Context: an optimization exercise on an open-source flow, tuned for small area, a short achievable clock period and few clock cycles per item. The choices shown serve that exercise and are no tape-out recipe. In this exercise RTL edits were held to simulation tests only and were not proved equivalent to the original.

==> module pra_ring, before the edit <==
module pra_ring (
    input  logic               clk,
    input  logic               rst_n,
    input  logic               adv,
    input  logic               load,        
    input  logic [9:0]         sample,
    input  logic               win_wr,      
    input  logic [5:0]         win,         
    input  logic               off_wr,      
    input  logic [9:0]         off,
    input  logic               uload,       
    input  logic [12:0]        ref_mv,
    output logic               busy,        
    output logic               vc,
    output logic [14:0]        sum,
    output logic signed [16:0] diff,
    output logic [5:0]         cnt,
    output logic               full,
    output logic [23:0]        bctl,        
    output logic               mneg,        
    output logic [5:0]         mnx          
);
    logic [9:0]  ring_mem [32];
    logic [9:0]  old;
    logic        vb, eb;
    logic [10:0] ds_b, dd_b;
    logic [5:0]  nb;
    logic        fb;
    logic [14:0] s_reg;
    logic [16:0] d_reg;
    logic [5:0]  nc;
    logic        fc;
    logic [4:0]  slot;
    logic [5:0]  fill;
    logic        sub;
    logic [5:0]  nnew;
    logic [5:0]  dcnt;
    logic        dstep;       
    logic [16:0] d_add;
    logic [16:0] d_next;
    logic [23:0] bctl_reg;
    logic        ng_reg;
    logic [5:0]  nx_reg;
    logic [14:0] u_nx;
    logic [16:0] y_nx;        
    logic [23:0] bctl_nx;
    assign busy  = dstep;
    assign sub   = (fill == win);
    assign nnew  = sub ? win : (fill + 6'd1);
    assign old   = ring_mem[slot];
    always_ff @(posedge clk or negedge rst_n)
    begin
        if (!rst_n)
        begin
            vb   <= 1'b0;
            vc   <= 1'b0;
            slot <= '0;
            fill <= '0;
            dcnt <= '0;
            dstep <= 1'b0;
        end
        else
        begin
            if (adv)
            begin
                vb <= load;
                vc <= vb;
            end
            if (win_wr)
            begin
                slot  <= '0;
                fill  <= '0;
                dcnt  <= '0;
                dstep <= 1'b0;
            end
            else
            begin
                if (load)
                begin
                    slot <= (6'(slot) + 6'd1 >= win) ? 5'd0 : (slot + 5'd1);
                    fill <= nnew;
                end
                if (off_wr)
                begin
                    dcnt  <= fill;
                    dstep <= (fill != 6'd0);
                end
                else if (dstep)
                begin
                    dcnt  <= dcnt - 6'd1;
                    dstep <= (dcnt != 6'd1);
                end
            end
        end
    end
    always_ff @(posedge clk)
    begin
        if (adv)
        begin
            eb   <= (fill == 6'd0);
            ds_b <= {1'b0, sample} - (sub ? {1'b0, old} : 11'd0);
            dd_b <= {1'b0, sample} - {1'b0, (sub ? old : off)};
            nb   <= nnew;
            fb   <= (nnew == win);
            nc   <= nb;
            fc   <= fb;
        end
        if (load)
        begin
            ring_mem[slot] <= sample;
        end
    end
    assign d_add = dstep ? (17'd0 - 17'(off)) : {{6{dd_b[10]}}, dd_b};
    always_ff @(posedge clk)
    begin
        if (off_wr)
        begin
            d_reg <= 17'(s_reg);
        end
        else if (dstep || (adv && vb))
        begin
            d_reg <= d_next;
        end
        if (adv && vb)
        begin
            s_reg <= (eb ? 15'd0 : s_reg) + 15'({{4{ds_b[10]}}, ds_b});
        end
    end
    assign d_next = ((eb && !dstep) ? 17'd0 : d_reg) + d_add;
    assign u_nx = uload ? {2'b00, ref_mv} : (d_next[14:0] ^ {15{d_next[16]}});
    assign y_nx = {1'b0, u_nx, d_next[16] & !uload};
    always_comb
    begin
        for (int i = 0; i < 8; i++)
        begin
            logic b2, b1, b0;
            b2 = y_nx[2*i+2];
            b1 = y_nx[2*i+1];
            b0 = y_nx[2*i];
            bctl_nx[3*i+2] = b2 & !(b1 & b0);                         
            bctl_nx[3*i+1] = b1 ^ b0;                                 
            bctl_nx[3*i]   = (b2 & !b1 & !b0) | (!b2 & b1 & b0);       
        end
    end
    always_ff @(posedge clk)
    begin
        if (adv || uload)
        begin
            bctl_reg <= bctl_nx;
            ng_reg   <= d_next[16] & !uload;
            nx_reg   <= (d_next[16] & !uload) ? (6'd0 - nb) : nb;
        end
    end
    assign bctl = bctl_reg;
    assign mnx  = nx_reg;
    assign mneg = ng_reg;
    assign sum  = s_reg;
    assign diff = d_reg;
    assign cnt  = nc;
    assign full = fc;
endmodule
Settings: LEC_CHECK=0, CAP_MARGIN=20, CORE_MARGIN=2, CORE_UTILIZATION=40, SETUP_SLACK_MARGIN=3.0, SLEW_MARGIN=20; clock period 8.5 ns.
run.sh (not shown) runs the stock make flow with config.mk's settings and CLKGATE_MAP_FILE= SYNTH_SCRIPT=/design/flow/synth_recipe.tcl, a recipe that flattens the netlist after the stock synthesis.
The baseline finished with timing, DRC and antenna clean.
Testbench counts at the start, summed over its fixed seeds: cycles 5,843, items 4,835.
Next try:
--- a/flow/design.v
+++ b/flow/design.v
@@ -35,9 +35,10 @@
     logic [14:0] s_reg;
     logic [16:0] d_reg;
     logic [5:0]  nc;
     logic        fc;
-    logic [4:0]  slot;
+    logic [4:0]  slot, slot_nx;
+    logic [9:0]  old_r;
     logic [5:0]  fill;
     logic        sub;
     logic [5:0]  nnew;
     logic [5:0]  dcnt;
@@ -46,15 +47,21 @@
     logic [16:0] d_next;
     logic [23:0] bctl_reg;
     logic        ng_reg;
     logic [5:0]  nx_reg;
-    logic [14:0] u_nx;
-    logic [16:0] y_nx;        
     logic [23:0] bctl_nx;
     assign busy  = dstep;
     assign sub   = (fill == win);
     assign nnew  = sub ? win : (fill + 6'd1);
-    assign old   = ring_mem[slot];
+    assign old   = old_r;
+    assign slot_nx = (6'(slot) + 6'd1 >= win) ? 5'd0 : (slot + 5'd1);
+    always_ff @(posedge clk)
+    begin
+        if (load)
+        begin
+            old_r <= (win == 6'd1) ? sample : ring_mem[slot_nx];
+        end
+    end
     always_ff @(posedge clk or negedge rst_n)
     begin
         if (!rst_n)
         begin
@@ -82,9 +89,9 @@
             else
             begin
                 if (load)
                 begin
-                    slot <= (6'(slot) + 6'd1 >= win) ? 5'd0 : (slot + 5'd1);
+                    slot <= slot_nx;
                     fill <= nnew;
                 end
                 if (off_wr)
                 begin
@@ -132,23 +139,25 @@
             s_reg <= (eb ? 15'd0 : s_reg) + 15'({{4{ds_b[10]}}, ds_b});
         end
     end
     assign d_next = ((eb && !dstep) ? 17'd0 : d_reg) + d_add;
-    assign u_nx = uload ? {2'b00, ref_mv} : (d_next[14:0] ^ {15{d_next[16]}});
-    assign y_nx = {1'b0, u_nx, d_next[16] & !uload};
-    always_comb
-    begin
+    function automatic logic [23:0] brecode(input logic [16:0] y);
         for (int i = 0; i < 8; i++)
         begin
             logic b2, b1, b0;
-            b2 = y_nx[2*i+2];
-            b1 = y_nx[2*i+1];
-            b0 = y_nx[2*i];
-            bctl_nx[3*i+2] = b2 & !(b1 & b0);                         
-            bctl_nx[3*i+1] = b1 ^ b0;                                 
-            bctl_nx[3*i]   = (b2 & !b1 & !b0) | (!b2 & b1 & b0);       
-        end
-    end
+            b2 = y[2*i+2];
+            b1 = y[2*i+1];
+            b0 = y[2*i];
+            brecode[3*i+2] = b2 & !(b1 & b0);                         
+            brecode[3*i+1] = b1 ^ b0;                                 
+            brecode[3*i]   = (b2 & !b1 & !b0) | (!b2 & b1 & b0);       
+        end
+    endfunction
+    logic [23:0] bctl_p, bctl_n, bctl_r;
+    assign bctl_p  = brecode({2'b00, d_next[14:0]} << 1);
+    assign bctl_n  = brecode({1'b0, ~d_next[14:0], 1'b1});
+    assign bctl_r  = brecode({3'b000, ref_mv, 1'b0});
+    assign bctl_nx = uload ? bctl_r : (d_next[16] ? bctl_n : bctl_p);
     always_ff @(posedge clk)
     begin
         if (adv || uload)
         begin
- The changed run went through all stages and came out clean
- sequential cell count went up by 10
- cell area went up by 0.60%
- maximum frequency went up by 3.4%
- global-route usage barely changes
- non-clock buffer count went up by 12
- synthesized cell count went up by 4.1%
- wire length went up by 0.49%
- via count went up by 2.8%
- cell count went up by 2.8%
- core utilization went up by 0.11 points
- worst setup slack gets better by 0.17 ns
- critical path depth is unchanged
- first-iteration DRC count went up by 5.0%
Testbench counts after the change, summed over its fixed seeds: cycles 5,843, items 4,835.

==> afterwards: timing with drivers on the ports <==
The results above use ideal ports. As a check the final layouts listed here were re-extracted and re-timed, cells and wires unchanged.
Step 1, drivers: a clkbuf_16 drives clk and a buf_2 each remaining input, both assumed.
Step 2 times the ports against the registers' clock, not the clock port: input delays grow and output delays shrink by t, the midpoint of the rising clock arrivals with the driver on.
Slacks: no drivers / after step 1 / after step 2; pairs: no drivers / after step 1.
run | t (ns) | setup slack, ns | hold WS [ns] | worst setup path at the end | clock arrival spread, ns
the first run | 0.803 | 3.234 / 3.209 / 3.182 | 0.368 / 0.368 / 0.368 | input to register | 0.104 / 0.105
the second run | 0.818 | 3.407 / 3.385 / 2.761 | 0.347 / 0.347 / 0.347 | input to register | 0.099 / 0.099
After both steps every run listed still meets setup and hold. The setup slack of the second run, which loses most, moves by -0.022 ns with the drivers and by -0.646 ns with both steps.
